Context: an optimization exercise on an open-source flow, tuned for small area. The choices shown serve that exercise and are no tape-out recipe.
The RTL was checked by simulation tests, not by an equivalence proof against the original design.
No driver is modelled on the clock port, so clock power and skew are understated where the tree is cut down; a real chip needs a root buffer or a tree.
Power figures rest on the tool's default switching activity, not on a simulated workload.

==> run G: inputs <==
==> flow/design.v <==
package edge_pkg;
    localparam int EDGE_LINE_W = 76;
    localparam int EDGE_DATA_W = 32;
    function automatic int addr_w(input int depth);
        addr_w = (depth <= 2) ? 1 : $clog2(depth);
    endfunction
endpackage
module line_ram
#(
    parameter int DATA_W = edge_pkg::EDGE_DATA_W,
    parameter int DEPTH  = edge_pkg::EDGE_LINE_W,
    parameter int A_W    = edge_pkg::addr_w(DEPTH)
) (
    input  logic              clk,
    input  logic              en,
    input  logic              we,
    input  logic [A_W-1:0]    addr,
    input  logic [DATA_W-1:0] wdata,
    output logic [DATA_W-1:0] rdata
);
    logic [DATA_W-1:0] mem [DEPTH];
    always_ff @(posedge clk) begin
        if (en) begin
            rdata <= mem[addr];
            if (we) begin
                mem[addr] <= wdata;
            end
        end
    end
endmodule
module line_window_buffer
#(
    parameter int DATA_W = edge_pkg::EDGE_DATA_W,
    parameter int LINE_W = edge_pkg::EDGE_LINE_W,
    parameter int ROWS   = 3,
    parameter int Y_W    = 16
) (
    input  logic                   clk,
    input  logic                   rst_n,
    input  logic                   in_valid,
    output logic                   in_ready,
    input  logic [DATA_W-1:0]      in_data,
    input  logic                   in_sof,
    output logic                   out_valid,
    input  logic                   out_ready,
    output logic [ROWS*DATA_W-1:0] out_col,
    output logic [edge_pkg::addr_w(LINE_W)-1:0] out_x,
    output logic [Y_W-1:0]         out_y,
    output logic                   out_win_ok
);
    localparam int X_W  = edge_pkg::addr_w(LINE_W);
    localparam int NRAM = ROWS - 1;
    localparam int S_W  = edge_pkg::addr_w(NRAM);
    logic              accept;
    logic [X_W-1:0]    x_cnt, x_p0;
    logic [Y_W-1:0]    y_cnt, y_p0;
    logic [S_W-1:0]    sel_cnt, sel_p0;
    logic              vld_p1;
    logic              primed_p1;
    logic [DATA_W-1:0] pix_p1;
    logic [X_W-1:0]    x_p1;
    logic [Y_W-1:0]    y_p1;
    logic              win_p1;
    logic [S_W-1:0]    sel_p1;
    logic [DATA_W-1:0]      rd_data [NRAM];
    logic [ROWS*DATA_W-1:0] col;
    function automatic logic [Y_W-1:0] sat_inc_y(input logic [Y_W-1:0] y);
        sat_inc_y = (&y) ? y : y + Y_W'(1);
    endfunction
    function automatic logic [S_W-1:0] ring_inc(input logic [S_W-1:0] s);
        ring_inc = (s == S_W'(NRAM - 1)) ? '0 : s + S_W'(1);
    endfunction
    function automatic int ring_idx(input logic [S_W-1:0] s, input int k);
        int t;
        t = int'(s) - k;
        if (t < 0) begin
            t = t + NRAM;
        end
        ring_idx = t;
    endfunction
    always_comb begin
        in_ready     = !vld_p1 || out_ready;
        accept       = in_valid && in_ready;
        x_p0         = in_sof ? '0 : x_cnt;
        y_p0         = in_sof ? '0 : y_cnt;
        sel_p0       = in_sof ? '0 : sel_cnt;
    end
    genvar g;
    generate
        for (g = 0; g < NRAM; g++) begin : g_line
            line_ram #(
                .DATA_W (DATA_W),
                .DEPTH  (LINE_W),
                .A_W    (X_W)
            ) u_line (
                .clk   (clk),
                .en    (accept),
                .we    (accept && (sel_p0 == S_W'(g))),
                .addr  (x_p0),
                .wdata (in_data),
                .rdata (rd_data[g])
            );
        end
    endgenerate
    always_ff @(posedge clk or negedge rst_n) begin
        if (!rst_n) begin
            x_cnt   <= '0;
            y_cnt   <= '0;
            sel_cnt <= '0;
        end else if (accept) begin
            if (x_p0 == X_W'(LINE_W - 1)) begin
                x_cnt   <= '0;
                y_cnt   <= sat_inc_y(y_p0);
                sel_cnt <= ring_inc(sel_p0);
            end else begin
                x_cnt   <= x_p0 + X_W'(1);
                y_cnt   <= y_p0;
                sel_cnt <= sel_p0;
            end
        end
    end
    always_ff @(posedge clk or negedge rst_n) begin
        if (!rst_n) begin
            vld_p1    <= 1'b0;
            primed_p1 <= 1'b0;
            pix_p1    <= '0;
            x_p1      <= '0;
            y_p1      <= '0;
            win_p1    <= 1'b0;
            sel_p1    <= '0;
        end else if (accept) begin
            vld_p1    <= 1'b1;
            primed_p1 <= 1'b1;
            pix_p1    <= in_data;
            x_p1      <= x_p0;
            y_p1      <= y_p0;
            win_p1    <= (y_p0 >= Y_W'(ROWS - 1));
            sel_p1    <= sel_p0;
        end else if (out_ready) begin
            vld_p1    <= 1'b0;
        end
    end
    always_comb begin
        col             = '0;
        col[DATA_W-1:0] = pix_p1;
        for (int k = 1; k <= NRAM; k++) begin
            col[k*DATA_W +: DATA_W] = primed_p1 ? rd_data[ring_idx(sel_p1, k)] : '0;
        end
    end
    assign out_valid  = vld_p1;
    assign out_col    = col;
    assign out_x      = x_p1;
    assign out_y      = y_p1;
    assign out_win_ok = win_p1;
endmodule
==> flow/run.sh <==
#!/bin/bash
# synth_recipe.tcl (not shown) runs the flow's synth.tcl, then flattens the netlist and writes it again
# the make line also repeats each setting of config.mk as NAME=value (left out here)
make -C /OpenROAD-flow-scripts/flow DESIGN_CONFIG=/design/flow/config.mk WORK_HOME=/design/flow/orfs CLKGATE_MAP_FILE= SYNTH_SCRIPT=/design/flow/synth_recipe.tcl finish
==> flow/config.mk <==
export PLATFORM = sky130hd
export DESIGN_NAME = line_window_buffer
export DESIGN_NICKNAME = line_window_buffer
export VERILOG_FILES = /design/flow/design.v
export SDC_FILE = /design/flow/constraint.sdc
export NUM_CORES = 4
export LEC_CHECK = 0
export CAP_MARGIN = 20
export CORE_MARGIN = 2
export CORE_UTILIZATION = 25
export PLACE_DENSITY = 0.45
export SLEW_MARGIN = 20
==> flow/constraint.sdc <==
create_clock -name core_clock -period 10.0 [get_ports {clk}]
set_input_delay 2.0000 -clock core_clock [delete_from_list [all_inputs] [get_ports {clk}]]
set_output_delay 2.0000 -clock core_clock [all_outputs]
set_load 0.01 [all_outputs]
==> inputs of run C, as changes to run G <==
==> flow/design.v (replaced) <==
package edge_pkg;
    localparam int EDGE_LINE_W = 76;
    localparam int EDGE_DATA_W = 32;
    function automatic int addr_w(input int depth);
        addr_w = (depth <= 2) ? 1 : $clog2(depth);
    endfunction
endpackage
module line_window_buffer
#(
    parameter int DATA_W = edge_pkg::EDGE_DATA_W,
    parameter int LINE_W = edge_pkg::EDGE_LINE_W,
    parameter int ROWS   = 3,
    parameter int Y_W    = 16
) (
    input  logic                   clk,
    input  logic                   rst_n,
    input  logic                   in_valid,
    output logic                   in_ready,
    input  logic [DATA_W-1:0]      in_data,
    input  logic                   in_sof,
    output logic                   out_valid,
    input  logic                   out_ready,
    output logic [ROWS*DATA_W-1:0] out_col,
    output logic [edge_pkg::addr_w(LINE_W)-1:0] out_x,
    output logic [Y_W-1:0]         out_y,
    output logic                   out_win_ok
);
    localparam int X_W   = edge_pkg::addr_w(LINE_W);
    localparam int DEPTH = (ROWS - 1) * LINE_W + 1;
    logic                    accept;
    logic                    vld_p1;
    logic                    fresh;      
    logic [X_W-1:0]          x_p1, x_p0;
    logic [Y_W-1:0]          y_p1, y_p0;
    logic [DEPTH*DATA_W-1:0] chain;
    always_comb begin
        in_ready = !vld_p1 || out_ready;
        accept   = in_valid && in_ready;
        if (in_sof || fresh) begin
            x_p0 = '0;
            y_p0 = '0;
        end else if (x_p1 == X_W'(LINE_W - 1)) begin
            x_p0 = '0;
            y_p0 = (&y_p1) ? y_p1 : y_p1 + Y_W'(1);
        end else begin
            x_p0 = x_p1 + X_W'(1);
            y_p0 = y_p1;
        end
    end
    always_ff @(posedge clk or negedge rst_n) begin
        if (!rst_n) begin
            vld_p1 <= 1'b0;
            fresh  <= 1'b1;
        end else if (accept) begin
            vld_p1 <= 1'b1;
            fresh  <= 1'b0;
        end else if (out_ready) begin
            vld_p1 <= 1'b0;
        end
    end
    always_ff @(posedge clk) begin
        if (accept) begin
            x_p1  <= x_p0;
            y_p1  <= y_p0;
            chain <= {chain[(DEPTH-1)*DATA_W-1:0], in_data};
        end
    end
    always_comb begin
        for (int k = 0; k < ROWS; k++) begin
            out_col[k*DATA_W +: DATA_W] = chain[k*LINE_W*DATA_W +: DATA_W];
        end
    end
    assign out_valid  = vld_p1;
    assign out_x      = x_p1;
    assign out_y      = y_p1;
    assign out_win_ok = (y_p1 >= Y_W'(ROWS - 1));
endmodule
==> flow/flow/run.sh (new file) <==
#!/bin/bash
# Standard ORFS layout (the standard.sh) with two changes:
#  - ports are buffered with the smallest buffer (buf_1) instead of the default choice;
#  - CTS clusters up to 30 flip-flops per leaf buffer and inserts no dummy loads.
set -euo pipefail
export BUFFER_PORTS_ARGS="-buffer_cell sky130_fd_sc_hd__buf_1"
export CTS_ARGS="-sink_clustering_enable -repair_clock_nets -dont_use_dummy_load -sink_clustering_size 30 -sink_clustering_max_diameter 80"
bash standard.sh finish > flow_make.log 2>&1
==> flow/standard.sh (new file) <==
#!/bin/bash
# synth_recipe.tcl (not shown) runs the flow's synth.tcl, then flattens the netlist and writes it again
# the make line also repeats each setting of config.mk as NAME=value (left out here)
make -C /OpenROAD-flow-scripts/flow DESIGN_CONFIG=/design/flow/config.mk WORK_HOME=/design/flow/orfs CLKGATE_MAP_FILE= SYNTH_SCRIPT=/design/flow/synth_recipe.tcl "${@:-finish}"
--- a/flow/config.mk
+++ b/flow/config.mk
@@ -7,6 +7,7 @@
 export LEC_CHECK = 0
+export ABC_AREA = 1
 export CAP_MARGIN = 20
 export CORE_MARGIN = 2
-export CORE_UTILIZATION = 25
-export PLACE_DENSITY = 0.45
+export CORE_UTILIZATION = 70
+export PLACE_DENSITY = 0.75
 export SLEW_MARGIN = 20
removed: flow/run.sh
==> comparison table <==
                                                                      run G         run C
HPWL after detailed placement                                        514 mm       66.1 mm
TritonCTS sink count                                                   5011          4921
Depth of the most critical reg-to-reg path                                8             4
Sequential share of cell area                                         65.9%         93.6%
Via count of the first global-routing pass                           113000         41900
Well Taps                                                             10200          2821
Post-Route WL                                                        886 mm        146 mm
DR WL/cell                                                          39.5 um       17.6 um
Share of the clock period used by the worst path after layout         58.9%         44.7%
Run status                                 no timing/DRC/antenna violations  no timing/DRC/antenna violations
Total Die Area                                                 783000 sq um  217000 sq um
Skew final                                                        0.0568 ns     0.0428 ns
Initial antenna violation count                                         110             5
Combinational power                                               0.00804 W    0.000561 W
Clk cell area share                                                   7.17%         2.90%

==> inputs of lagoon <==
RTL: one of the versions met above, not the one the previous note started from.
Settings: LEC_CHECK=0, ABC_AREA=1, CAP_MARGIN=20, CORE_MARGIN=2, CORE_UTILIZATION=70, PLACE_DENSITY=0.75, SLEW_MARGIN=20; clock period 10.0 ns.
standard.sh (not shown) runs the stock make flow with config.mk's settings and CLKGATE_MAP_FILE= SYNTH_SCRIPT=/design/flow/synth_recipe.tcl, a recipe that flattens the netlist after the stock synthesis.
==> flow/flow/run.sh <==
#!/bin/bash
# Standard ORFS layout (the standard.sh) with two changes:
#  - ports are buffered with the smallest buffer (buf_1);
#  - the clock tree is built by flow/clock_tree.tcl (recursive bisection,
#    inverter leaves) instead of TritonCTS; cts.tcl's own legalisation and
#    timing repair still run after it.
# Each step's full log is in orfs/logs/...; make's output in flow_make.log.
set -euo pipefail
export BUFFER_PORTS_ARGS="-buffer_cell sky130_fd_sc_hd__buf_1"
export PRE_CTS_TCL="$PWD/flow/clock_tree.tcl"
export CTS_LEAF_N=24
export CTS_UP_N=8
export CTS_LEVEL_MASTERS="sky130_fd_sc_hd__inv_8 sky130_fd_sc_hd__inv_12 sky130_fd_sc_hd__clkbuf_16"
bash standard.sh finish > flow_make.log 2>&1
==> flow/flow/clock_tree.tcl <==
# Hand-built clock tree, sourced by ORFS's cts.tcl through PRE_CTS_TCL.
# The clock sinks are split by recursive bisection (along the longer side
# of their bounding box) into groups of at most cts_leaf_n; each group gets a
# driver at its centroid. The drivers are grouped the same way, at most
# cts_up_n per driver, level by level up to a single root fed by the clock
# port. cts_level_masters gives the cell for each level (the last one is
# used for all higher levels); the number of inverting levels must be even.
# It runs in place of TritonCTS: cts.tcl's clock_tree_synthesis call builds
# it and marks the clock propagated. Placement is legalised by cts.tcl's detailed_placement.

set ::cts_block [ord::get_db_block]
set ::cts_db [ord::get_db]
set ::cts_count 0

proc cts_bisect {items maxn} {
  if {[llength $items] <= $maxn} { return [list $items] }
  set xs [lmap i $items {lindex $i 1}]
  set ys [lmap i $items {lindex $i 2}]
  set dx [expr {[tcl::mathfunc::max {*}$xs] - [tcl::mathfunc::min {*}$xs]}]
  set dy [expr {[tcl::mathfunc::max {*}$ys] - [tcl::mathfunc::min {*}$ys]}]
  set k [expr {$dx >= $dy ? 1 : 2}]
  set s [lsort -integer -index $k $items]
  set n [llength $s]
  set groups [expr {int(ceil(double($n) / $maxn))}]
  set h [expr {int(round(double($n) * ($groups / 2) / $groups))}]
  return [concat [cts_bisect [lrange $s 0 [expr {$h - 1}]] $maxn] \
                 [cts_bisect [lrange $s $h end] $maxn]]
}

proc cts_driver {master items level} {
  global cts_block cts_count
  incr cts_count
  set inst [odb::dbInst_create $cts_block $master "clktree_L${level}_$cts_count"]
  set net [odb::dbNet_create $cts_block "clknet_L${level}_$cts_count"]
  $net setSigType CLOCK
  set sx 0
  set sy 0
  foreach i $items {
    set it [lindex $i 0]
    $it disconnect
    $it connect $net
    set sx [expr {$sx + [lindex $i 1]}]
    set sy [expr {$sy + [lindex $i 2]}]
  }
  set n [llength $items]
  $inst setLocation [expr {int($sx / $n)}] [expr {int($sy / $n)}]
  $inst setPlacementStatus PLACED
  set ain ""
  foreach it [$inst getITerms] {
    set t [$it getMTerm]
    if {[$t getSigType] == "POWER" || [$t getSigType] == "GROUND"} { continue }
    if {[$t getIoType] == "OUTPUT"} { $it connect $net }
    if {[$t getIoType] == "INPUT"} { set ain $it }
  }
  set b [$inst getBBox]
  return [list $ain [expr {([$b xMin] + [$b xMax]) / 2}] [expr {([$b yMin] + [$b yMax]) / 2}]]
}

proc cts_build {clk_name leaf_n up_n level_masters} {
  global cts_block cts_db
  set clk_net [$cts_block findNet $clk_name]
  set cur {}
  foreach it [$clk_net getITerms] {
    set b [[$it getInst] getBBox]
    lappend cur [list $it [expr {([$b xMin] + [$b xMax]) / 2}] [expr {([$b yMin] + [$b yMax]) / 2}]]
  }
  puts "clock tree: [llength $cur] sinks on $clk_name"
  set level 0
  set maxn $leaf_n
  set inversions 0
  while {$level == 0 || [llength $cur] > 1} {
    set name [lindex $level_masters [expr {min($level, [llength $level_masters] - 1)}]]
    set master [$cts_db findMaster $name]
    if {[string match "*inv*" $name]} { incr inversions }
    set next {}
    foreach g [cts_bisect $cur $maxn] {
      lappend next [cts_driver $master $g $level]
    }
    puts "clock tree level $level: [llength $next] x $name"
    set cur $next
    set maxn $up_n
    incr level
  }
  if {$inversions % 2} { error "clock tree has an odd number of inverting levels" }
  [lindex $cur 0 0] connect $clk_net
}

# Replaces TritonCTS for cts.tcl's call (made after its repair_clock_inverters).
rename ::clock_tree_synthesis ::cts_tritoncts_unused
proc ::clock_tree_synthesis {args} {
  cts_build clk $::env(CTS_LEAF_N) $::env(CTS_UP_N) $::env(CTS_LEVEL_MASTERS)
  set_propagated_clock [all_clocks]
}
==> harbor (differences from lagoon) <==
==> flow/run.sh (new file) <==
#!/bin/bash
# synth_recipe.tcl (not shown) runs the flow's synth.tcl, then flattens the netlist and writes it again
# the make line also repeats each setting of config.mk as NAME=value (left out here)
make -C /OpenROAD-flow-scripts/flow DESIGN_CONFIG=/design/flow/config.mk WORK_HOME=/design/flow/orfs CLKGATE_MAP_FILE= SYNTH_SCRIPT=/design/flow/synth_recipe.tcl finish
CORE_UTILIZATION = 50   (was 70)
PLACE_DENSITY = 0.6   (was 0.75)
removed: flow/flow/run.sh
removed: flow/flow/clock_tree.tcl
removed: flow/standard.sh
==> sierra (differences from lagoon) <==
--- a/flow/flow/run.sh
+++ b/flow/flow/run.sh
@@ -9,6 +9,6 @@
 export BUFFER_PORTS_ARGS="-buffer_cell sky130_fd_sc_hd__buf_1"
 export PRE_CTS_TCL="$PWD/flow/clock_tree.tcl"
-export CTS_LEAF_N=24
+export CTS_LEAF_N=30
 export CTS_UP_N=8
-export CTS_LEVEL_MASTERS="sky130_fd_sc_hd__inv_8 sky130_fd_sc_hd__inv_12 sky130_fd_sc_hd__clkbuf_16"
+export CTS_LEVEL_MASTERS="sky130_fd_sc_hd__inv_12 sky130_fd_sc_hd__inv_16 sky130_fd_sc_hd__clkbuf_16"
 bash standard.sh finish > flow_make.log 2>&1
==> notes <==
lagoon completed without violations. sierra produced a clean layout. harbor completed with no timing, DRC or antenna violations. Clock skew: sierra < harbor < lagoon. Of sierra and lagoon, sierra has the higher worst hold slack (gap 47 ps). Between sierra and lagoon, the lower cell count is in sierra (gap about 0.6%, measured against lagoon). Synthesized cell count is the same in lagoon and sierra.
The clock cells of lagoon and sierra come from the design's own scripts or RTL, not from TritonCTS.

## separate check: timing with driven ports
Ports are ideal in the flow. The routed layouts listed here were re-timed in OpenROAD. Step 1 assumes that a clkbuf_16 drives the clock port and a buf_2 every other input. Step 2 also shifts input and output timing later by t, the mid clock arrival at the registers, as if the neighbouring blocks saw the same clock. Slacks: no drivers / after step 1 / after step 2; pairs: no drivers / after step 1.
| run | shift t [ns] | setup WS [ns] | hold WS [ns] | clock arrival spread, ns | slew at the worst register clock pin (ns) |
|---|---|---|---|---|---|
| run G | 1.240 | 4.106 / 4.178 / 2.938 | 0.471 / 0.471 / 0.471 | 0.065 / 0.066 | 0.07 / 0.07 |
| run C | 0.907 | 5.528 / 5.555 / 4.668 | 0.398 / 0.398 / 0.398 | 0.045 / 0.045 | 0.11 / 0.11 |
| lagoon | 0.889 | 5.531 / 5.564 / 4.696 | 0.362 / 0.362 / 0.362 | 0.089 / 0.089 | 0.12 / 0.12 |
| harbor | 0.993 | 4.849 / 4.820 / 4.375 | 0.390 / 0.390 / 0.390 | 0.051 / 0.052 | 0.06 / 0.06 |
| sierra | 0.925 | 5.590 / 5.561 / 4.719 | 0.408 / 0.408 / 0.408 | 0.046 / 0.046 | 0.12 / 0.12 |
After both steps setup and hold are still met in every run listed. The setup slack of run G, which loses most, moves by +0.072 ns with the drivers and by -1.168 ns with both steps.
